What follows belongs to an exercise in optimizing a design on an open flow for small area and a short achievable clock period; a production flow would make more cautious choices. Function was checked by simulation only, so behaviour that the tests miss may differ from the original. Power and IR drop assume default switching activity.

==> flow/design.v <==
package hwpf_pkg;
    typedef enum logic [2:0] {
        INITIAL,
        STRIDE_DETECTION,
        HIT1,
        HIT2,
        HIT3
    } train_state_e;
    typedef logic [39-1:0] region_tag_t;
    typedef logic [6-1:0] line_idx_t;
    typedef logic signed [6-1:0] stride_t;
    typedef logic [45-1:0] line_addr_t;
endpackage
`timescale 1ns/1ps
module snoop_capture (
    input  logic                    clk_i,
    input  logic                    rst_ni,
    input  logic                    snoop_valid_i,
    input  logic [49-1:0] snoop_addr_i,
    output logic                    cap_valid_o,
    output hwpf_pkg::line_addr_t    cap_line_o
);
    logic accept;
    assign accept = snoop_valid_i && (snoop_addr_i[49-1 -: 39] != '0);
    always_ff @(posedge clk_i) begin
        if (!rst_ni) begin
            cap_valid_o <= 1'b0;
        end else begin
            cap_valid_o <= accept;
        end
    end
    always_ff @(posedge clk_i) begin
        cap_line_o <= snoop_addr_i[49-1:4];
    end
endmodule
`timescale 1ns/1ps
module stride_table (
    input  logic                  clk_i,
    input  logic                  rst_ni,
    input  hwpf_pkg::region_tag_t snoop_tag_i,
    input  logic                  cap_valid_i,
    input  hwpf_pkg::line_addr_t  cap_line_i,
    output logic                  emit_valid_o,
    output hwpf_pkg::line_addr_t  emit_line_o,
    output logic [9:0]            emit_blk_ones_o,
    output logic [9:0]            emit_blk_zeros_o,
    output logic                  emit_inc_o,      
    output logic                  emit_dec_o,      
    output hwpf_pkg::stride_t     emit_stride_o
);
    localparam int N = 8;
    logic [N-1:0]           valid_q;
    hwpf_pkg::region_tag_t  tag_q      [N];
    hwpf_pkg::line_idx_t    last_idx_q [N];
    hwpf_pkg::stride_t      stride_q   [N];
    hwpf_pkg::train_state_e state_q    [N];
    logic [N-1:0] raw_q;     
    logic [N-1:0] wr_q;      
    logic         same_q;    
    hwpf_pkg::region_tag_t cap_tag;
    hwpf_pkg::line_idx_t   cap_idx;
    assign cap_tag = cap_line_i[45-1 -: 39];
    assign cap_idx = cap_line_i[6-1:0];
    logic [N-1:0] older [N];
    logic [N-1:0] lru;
    logic [N-1:0] inv_first;
    logic [N-1:0] victim;
    logic [N-1:0] match;
    logic [N-1:0] sel;
    logic         hit;
    logic         alloc;
    always_comb begin
        for (int i = 0; i < N; i++) begin
            lru[i] = &older[i];
            inv_first[i] = !valid_q[i];
            for (int k = 0; k < i; k++) begin
                if (!valid_q[k]) inv_first[i] = 1'b0;
            end
            match[i] = valid_q[i] && (wr_q[i] ? same_q : raw_q[i]);
        end
        victim = (&valid_q) ? lru : inv_first;
        hit    = |match;
        sel    = hit ? match : victim;
        alloc  = cap_valid_i && !hit;
    end
    genvar gi, gj;
    generate
        for (gi = 0; gi < N; gi++) begin : g_row
            assign older[gi][gi] = 1'b1;
            for (gj = gi + 1; gj < N; gj++) begin : g_col
                logic older_q;
                always_ff @(posedge clk_i) begin
                    if (!rst_ni) begin
                        older_q <= 1'b0;
                    end else if (cap_valid_i && (sel[gi] || sel[gj])) begin
                        older_q <= sel[gj];
                    end
                end
                assign older[gi][gj] = older_q;
                assign older[gj][gi] = !older_q;
            end
        end
    endgenerate
    logic [N-1:0]           same_idx;    
    logic [N-1:0]           emit;        
    logic [N-1:0]           wen;         
    hwpf_pkg::stride_t      delta      [N];
    hwpf_pkg::line_idx_t    psum       [N];
    hwpf_pkg::line_idx_t    pcar       [N];
    hwpf_pkg::train_state_e nxt_state  [N];
    hwpf_pkg::stride_t      cur_stride;
    logic                   do_emit;
    always_comb begin
        cur_stride = '0;
        for (int i = 0; i < N; i++) begin
            delta[i]    = hwpf_pkg::stride_t'(cap_idx - last_idx_q[i]);
            same_idx[i] = (cap_idx == last_idx_q[i]);
            emit[i]     = 1'b0;
            psum[i] = last_idx_q[i] ^ stride_q[i] ^ ~cap_idx;
            pcar[i] = (last_idx_q[i] & stride_q[i]) | ((last_idx_q[i] | stride_q[i]) & ~cap_idx);
            if ((psum[i] ^ {pcar[i][6-2:0], 1'b0}) != '1) begin
                nxt_state[i] = (state_q[i] == hwpf_pkg::INITIAL) ? hwpf_pkg::STRIDE_DETECTION
                                                                 : hwpf_pkg::INITIAL;
            end else begin
                case (state_q[i])
                    hwpf_pkg::INITIAL:          nxt_state[i] = hwpf_pkg::STRIDE_DETECTION;
                    hwpf_pkg::STRIDE_DETECTION: nxt_state[i] = hwpf_pkg::HIT1;
                    hwpf_pkg::HIT1:             nxt_state[i] = hwpf_pkg::HIT2;
                    hwpf_pkg::HIT2:             nxt_state[i] = hwpf_pkg::HIT3;
                    hwpf_pkg::HIT3: begin
                        nxt_state[i] = hwpf_pkg::INITIAL;
                        emit[i]      = 1'b1;
                    end
                    default:                    nxt_state[i] = hwpf_pkg::INITIAL;
                endcase
            end
            wen[i] = cap_valid_i && (match[i] ? !same_idx[i] : (!hit && victim[i]));
            cur_stride = cur_stride | ({6{match[i]}} & stride_q[i]);
        end
        do_emit = cap_valid_i && |(match & ~same_idx & emit);
    end
    logic [6-1:0] lo_g;
    logic [6-1:0] lo_p;
    logic                   lo_carry;
    assign lo_g = cap_idx & cur_stride;
    assign lo_p = cap_idx | cur_stride;
    always_comb begin
        lo_carry = 1'b0;
        for (int j = 0; j < 6; j++) begin
            lo_carry = lo_carry | (lo_g[j] & (&(lo_p | ~({6{1'b1}} << (j + 1)))));
        end
    end
    always_ff @(posedge clk_i) begin
        for (int i = 0; i < N; i++) begin
            raw_q[i] <= (snoop_tag_i == tag_q[i]);
            wr_q[i]  <= alloc && victim[i];
        end
        same_q <= (snoop_tag_i == cap_tag);
    end
    always_ff @(posedge clk_i) begin
        if (!rst_ni) begin
            valid_q      <= '0;
            emit_valid_o <= 1'b0;
        end else begin
            emit_valid_o <= do_emit;
            for (int i = 0; i < N; i++) begin
                if (wen[i]) valid_q[i] <= !(match[i] && emit[i]);
            end
        end
    end
    always_ff @(posedge clk_i) begin
        for (int i = 0; i < N; i++) begin
            if (wen[i]) begin
                tag_q[i]      <= cap_tag;
                last_idx_q[i] <= cap_idx;
                stride_q[i]   <= match[i] ? delta[i] : '0;
                state_q[i]    <= match[i] ? nxt_state[i] : hwpf_pkg::INITIAL;
            end
        end
    end
    always_ff @(posedge clk_i) begin
        emit_line_o   <= cap_line_i;
        for (int b = 0; b < 10; b++) begin
            emit_blk_ones_o[b]  <= &(cap_tag[4*b +: 4] | ((b == 9) ? 4'b1000 : 4'b0000));
            emit_blk_zeros_o[b] <= ~|(cap_tag[4*b +: 4] & ((b == 9) ? 4'b0111 : 4'b1111));
        end
        emit_stride_o <= cur_stride;
        emit_inc_o    <= lo_carry && !cur_stride[6-1];
        emit_dec_o    <= !lo_carry && cur_stride[6-1];
    end
endmodule
`timescale 1ns/1ps
module stream_queue (
    input  logic                 clk_i,
    input  logic                 rst_ni,
    input  logic                 emit_valid_i,
    input  hwpf_pkg::line_addr_t emit_line_i,
    input  hwpf_pkg::stride_t    emit_stride_i,
    input  logic [9:0]           emit_blk_ones_i,    
    input  logic [9:0]           emit_blk_zeros_i,   
    input  logic                 emit_inc_i,
    input  logic                 emit_dec_i,
    output logic                 pf_valid_o,
    input  logic                 pf_ready_i,
    output hwpf_pkg::line_addr_t pf_base_line_o,
    output hwpf_pkg::stride_t    pf_stride_o,
    output logic                 pf_drop_o
);
    localparam int BUF_N = 16 - 1;
    typedef logic [3:0] ptr_t;
    hwpf_pkg::line_addr_t base_mem   [BUF_N];
    hwpf_pkg::stride_t    stride_mem [BUF_N];
    ptr_t       rd_q;
    ptr_t       wr_q;
    logic [4:0] count_q;     
    logic       full;
    logic       multi;       
    logic       push;
    logic       pop;
    logic       head_from_buf;
    logic       head_from_in;
    logic       buf_write;
    hwpf_pkg::line_addr_t in_base;
    logic [6-1:0] base_lo;
    hwpf_pkg::region_tag_t  base_tag;
    assign base_lo = emit_line_i[6-1:0] + emit_stride_i;
    always_comb begin
        logic ones;
        logic zeros;
        logic blk_ones;
        logic blk_zeros;
        ones      = 1'b1;
        zeros     = 1'b1;
        blk_ones  = 1'b1;
        blk_zeros = 1'b1;
        for (int k = 0; k < 39; k++) begin
            base_tag[k] = emit_line_i[6+k] ^ ((emit_inc_i && blk_ones && ones) ||
                                                         (emit_dec_i && blk_zeros && zeros));
            if (k % 4 == 3) begin
                blk_ones  = blk_ones  && emit_blk_ones_i[k/4];
                blk_zeros = blk_zeros && emit_blk_zeros_i[k/4];
                ones      = 1'b1;
                zeros     = 1'b1;
            end else begin
                ones  = ones  && emit_line_i[6+k];
                zeros = zeros && !emit_line_i[6+k];
            end
        end
    end
    assign in_base = {base_tag, base_lo};
    assign full  = count_q[4];
    assign multi = (count_q > 5'd1);
    assign pop   = pf_valid_o && pf_ready_i;
    assign push  = emit_valid_i && (!full || pf_ready_i);
    assign head_from_buf = pop && multi;
    assign head_from_in  = push && (!pf_valid_o || (pop && !multi));
    assign buf_write     = push && !head_from_in;
    function automatic ptr_t ptr_inc(input ptr_t p);
        if (p == ptr_t'(BUF_N - 1)) ptr_inc = '0;
        else                        ptr_inc = p + 1'b1;
    endfunction
    always_ff @(posedge clk_i) begin
        if (!rst_ni) begin
            rd_q       <= '0;
            wr_q       <= '0;
            count_q    <= '0;
            pf_valid_o <= 1'b0;
            pf_drop_o  <= 1'b0;
        end else begin
            pf_drop_o <= emit_valid_i && !push;
            if (buf_write) begin
                wr_q <= ptr_inc(wr_q);
            end
            if (head_from_buf) begin
                rd_q <= ptr_inc(rd_q);
            end
            case ({push, pop})
                2'b10: begin
                    count_q    <= count_q + 1'b1;
                    pf_valid_o <= 1'b1;
                end
                2'b01: begin
                    count_q    <= count_q - 1'b1;
                    pf_valid_o <= multi;
                end
                default: ;
            endcase
        end
    end
    always_ff @(posedge clk_i) begin
        if (head_from_buf) begin
            pf_base_line_o <= base_mem[rd_q];
            pf_stride_o    <= stride_mem[rd_q];
        end else if (head_from_in) begin
            pf_base_line_o <= in_base;
            pf_stride_o    <= emit_stride_i;
        end
    end
    always_ff @(posedge clk_i) begin
        for (int i = 0; i < BUF_N; i++) begin
            if (buf_write && wr_q == ptr_t'(i)) begin
                base_mem[i]   <= in_base;
                stride_mem[i] <= emit_stride_i;
            end
        end
    end
endmodule
`timescale 1ns/1ps
module stride_prefetcher_top (
    input  logic                    clk_i,
    input  logic                    rst_ni,
    input  logic                    snoop_valid_i,
    input  logic [49-1:0] snoop_addr_i,
    output logic                    pf_valid_o,
    input  logic                    pf_ready_i,
    output hwpf_pkg::line_addr_t              pf_base_line_o,
    output hwpf_pkg::stride_t                 pf_stride_o,
    output logic                    pf_drop_o
);
    logic                  cap_valid;
    hwpf_pkg::line_addr_t  cap_line;
    logic                  emit_valid;
    hwpf_pkg::line_addr_t  emit_line;
    hwpf_pkg::stride_t     emit_stride;
    logic [9:0]            emit_blk_ones;
    logic [9:0]            emit_blk_zeros;
    logic                  emit_inc;
    logic                  emit_dec;
    snoop_capture u_capture (
        .clk_i         (clk_i),
        .rst_ni        (rst_ni),
        .snoop_valid_i (snoop_valid_i),
        .snoop_addr_i  (snoop_addr_i),
        .cap_valid_o   (cap_valid),
        .cap_line_o    (cap_line)
    );
    stride_table u_table (
        .clk_i         (clk_i),
        .rst_ni        (rst_ni),
        .snoop_tag_i   (snoop_addr_i[49-1 -: 39]),
        .cap_valid_i   (cap_valid),
        .cap_line_i    (cap_line),
        .emit_valid_o  (emit_valid),
        .emit_line_o   (emit_line),
        .emit_stride_o (emit_stride),
        .emit_blk_ones_o  (emit_blk_ones),
        .emit_blk_zeros_o (emit_blk_zeros),
        .emit_inc_o    (emit_inc),
        .emit_dec_o    (emit_dec)
    );
    stream_queue u_queue (
        .clk_i          (clk_i),
        .rst_ni         (rst_ni),
        .emit_valid_i   (emit_valid),
        .emit_line_i    (emit_line),
        .emit_stride_i  (emit_stride),
        .emit_blk_ones_i  (emit_blk_ones),
        .emit_blk_zeros_i (emit_blk_zeros),
        .emit_inc_i     (emit_inc),
        .emit_dec_i     (emit_dec),
        .pf_valid_o     (pf_valid_o),
        .pf_ready_i     (pf_ready_i),
        .pf_base_line_o (pf_base_line_o),
        .pf_stride_o    (pf_stride_o),
        .pf_drop_o      (pf_drop_o)
    );
endmodule
==> flow/config.mk <==
export PLATFORM = sky130hd
export DESIGN_NAME = stride_prefetcher_top
export DESIGN_NICKNAME = stride_prefetcher_top
export VERILOG_FILES = /design/flow/design.v
export SDC_FILE = /design/flow/constraint.sdc
export NUM_CORES = 4
export LEC_CHECK = 0
export CAP_MARGIN = 20
export CORE_MARGIN = 2
export CORE_UTILIZATION = 40
export CTS_CLUSTER_DIAMETER = 80
export CTS_CLUSTER_SIZE = 24
export SETUP_SLACK_MARGIN = 4.3
export SLEW_MARGIN = 20
==> flow/constraint.sdc <==
create_clock -name core_clock -period 7.2 [get_ports {clk_i}]
set_input_delay 1.4400 -clock core_clock [delete_from_list [all_inputs] [get_ports {clk_i}]]
set_output_delay 1.4400 -clock core_clock [all_outputs]
set_load 0.01 [all_outputs]
run.sh (not shown) runs the stock make flow with config.mk's settings and CLKGATE_MAP_FILE= SYNTH_SCRIPT=/design/flow/synth_recipe.tcl, a recipe that flattens the netlist after the stock synthesis.
Change:
--- a/flow/design.v
+++ b/flow/design.v
@@ -43,6 +43,4 @@
     output logic                  emit_valid_o,
     output hwpf_pkg::line_addr_t  emit_line_o,
-    output logic [9:0]            emit_blk_ones_o,
-    output logic [9:0]            emit_blk_zeros_o,
     output logic                  emit_inc_o,      
     output logic                  emit_dec_o,      
@@ -105,5 +103,6 @@
     logic [N-1:0]           emit;        
     logic [N-1:0]           wen;         
-    hwpf_pkg::stride_t      delta      [N];
+    hwpf_pkg::line_idx_t    cur_idx;
+    hwpf_pkg::stride_t      delta;       
     hwpf_pkg::line_idx_t    psum       [N];
     hwpf_pkg::line_idx_t    pcar       [N];
@@ -113,6 +112,6 @@
     always_comb begin
         cur_stride = '0;
+        cur_idx    = '0;
         for (int i = 0; i < N; i++) begin
-            delta[i]    = hwpf_pkg::stride_t'(cap_idx - last_idx_q[i]);
             same_idx[i] = (cap_idx == last_idx_q[i]);
             emit[i]     = 1'b0;
@@ -137,7 +136,9 @@
             wen[i] = cap_valid_i && (match[i] ? !same_idx[i] : (!hit && victim[i]));
             cur_stride = cur_stride | ({6{match[i]}} & stride_q[i]);
+            cur_idx    = cur_idx    | ({6{match[i]}} & last_idx_q[i]);
         end
         do_emit = cap_valid_i && |(match & ~same_idx & emit);
     end
+    assign delta = hwpf_pkg::stride_t'(cap_idx - cur_idx);
     logic [6-1:0] lo_g;
     logic [6-1:0] lo_p;
@@ -174,5 +175,5 @@
                 tag_q[i]      <= cap_tag;
                 last_idx_q[i] <= cap_idx;
-                stride_q[i]   <= match[i] ? delta[i] : '0;
+                stride_q[i]   <= match[i] ? delta : '0;
                 state_q[i]    <= match[i] ? nxt_state[i] : hwpf_pkg::INITIAL;
             end
@@ -181,8 +182,4 @@
     always_ff @(posedge clk_i) begin
         emit_line_o   <= cap_line_i;
-        for (int b = 0; b < 10; b++) begin
-            emit_blk_ones_o[b]  <= &(cap_tag[4*b +: 4] | ((b == 9) ? 4'b1000 : 4'b0000));
-            emit_blk_zeros_o[b] <= ~|(cap_tag[4*b +: 4] & ((b == 9) ? 4'b0111 : 4'b1111));
-        end
         emit_stride_o <= cur_stride;
         emit_inc_o    <= lo_carry && !cur_stride[6-1];
@@ -197,6 +194,4 @@
     input  hwpf_pkg::line_addr_t emit_line_i,
     input  hwpf_pkg::stride_t    emit_stride_i,
-    input  logic [9:0]           emit_blk_ones_i,    
-    input  logic [9:0]           emit_blk_zeros_i,   
     input  logic                 emit_inc_i,
     input  logic                 emit_dec_i,
@@ -228,22 +223,10 @@
         logic ones;
         logic zeros;
-        logic blk_ones;
-        logic blk_zeros;
-        ones      = 1'b1;
-        zeros     = 1'b1;
-        blk_ones  = 1'b1;
-        blk_zeros = 1'b1;
+        ones  = 1'b1;
+        zeros = 1'b1;
         for (int k = 0; k < 39; k++) begin
-            base_tag[k] = emit_line_i[6+k] ^ ((emit_inc_i && blk_ones && ones) ||
-                                                         (emit_dec_i && blk_zeros && zeros));
-            if (k % 4 == 3) begin
-                blk_ones  = blk_ones  && emit_blk_ones_i[k/4];
-                blk_zeros = blk_zeros && emit_blk_zeros_i[k/4];
-                ones      = 1'b1;
-                zeros     = 1'b1;
-            end else begin
-                ones  = ones  && emit_line_i[6+k];
-                zeros = zeros && !emit_line_i[6+k];
-            end
+            base_tag[k] = emit_line_i[6+k] ^ ((emit_inc_i && ones) || (emit_dec_i && zeros));
+            ones  = ones  && emit_line_i[6+k];
+            zeros = zeros && !emit_line_i[6+k];
         end
     end
@@ -253,7 +236,9 @@
     assign pop   = pf_valid_o && pf_ready_i;
     assign push  = emit_valid_i && (!full || pf_ready_i);
-    assign head_from_buf = pop && multi;
-    assign head_from_in  = push && (!pf_valid_o || (pop && !multi));
-    assign buf_write     = push && !head_from_in;
+    assign head_from_buf = pf_ready_i && pf_valid_o && multi;
+    assign head_from_in  = pf_ready_i ? (emit_valid_i && !multi)
+                                      : (emit_valid_i && !pf_valid_o);
+    assign buf_write     = pf_ready_i ? (emit_valid_i && multi)
+                                      : (emit_valid_i && pf_valid_o && !full);
     function automatic ptr_t ptr_inc(input ptr_t p);
         if (p == ptr_t'(BUF_N - 1)) ptr_inc = '0;
@@ -299,5 +284,6 @@
     always_ff @(posedge clk_i) begin
         for (int i = 0; i < BUF_N; i++) begin
-            if (buf_write && wr_q == ptr_t'(i)) begin
+            if (pf_ready_i ? (emit_valid_i && multi && wr_q == ptr_t'(i))
+                           : (emit_valid_i && pf_valid_o && !full && wr_q == ptr_t'(i))) begin
                 base_mem[i]   <= in_base;
                 stride_mem[i] <= emit_stride_i;
@@ -323,6 +309,4 @@
     hwpf_pkg::line_addr_t  emit_line;
     hwpf_pkg::stride_t     emit_stride;
-    logic [9:0]            emit_blk_ones;
-    logic [9:0]            emit_blk_zeros;
     logic                  emit_inc;
     logic                  emit_dec;
@@ -344,6 +328,4 @@
         .emit_line_o   (emit_line),
         .emit_stride_o (emit_stride),
-        .emit_blk_ones_o  (emit_blk_ones),
-        .emit_blk_zeros_o (emit_blk_zeros),
         .emit_inc_o    (emit_inc),
         .emit_dec_o    (emit_dec)
@@ -355,6 +337,4 @@
         .emit_line_i    (emit_line),
         .emit_stride_i  (emit_stride),
-        .emit_blk_ones_i  (emit_blk_ones),
-        .emit_blk_zeros_i (emit_blk_zeros),
         .emit_inc_i     (emit_inc),
         .emit_dec_i     (emit_dec),
=> Routed wire length came out higher by about 3.3%. Fmax came out lower by 2.8%. Power came out lower by 1.6%. Utilization came out higher by 0.83 points. Final area came out higher by 0.45%. Non-clock buffer count came out higher by 81.

## re-timing with driven ports
No port has a modelled driver above. Below, the same layouts with a new extraction and two added sets of constraints. Step 1: set_driving_cell puts a clkbuf_16 on clk_i and a buf_2 on each other input, an assumption about the parent block. Step 2, shift: input delay + t, output delay - t, t = (earliest + latest rising clock arrival at the registers) / 2. This alone moves slack from input paths to output paths. Three values: ideal, step 1, step 2; two values: the first two.
run | shift t [ns] | setup slack, ns | worst setup path at the end | cell pins on the clock port's net
the first run | 0.792 | 4.187 / 4.187 / 3.509 | input to register | 1
the second run | 0.772 | 4.101 / 4.101 / 3.525 | input to register | 1
After both steps every run listed still meets setup and hold. For the first run, which loses most, drivers alone change the setup slack by 0.000 ns; drivers and shift together by -0.678 ns.
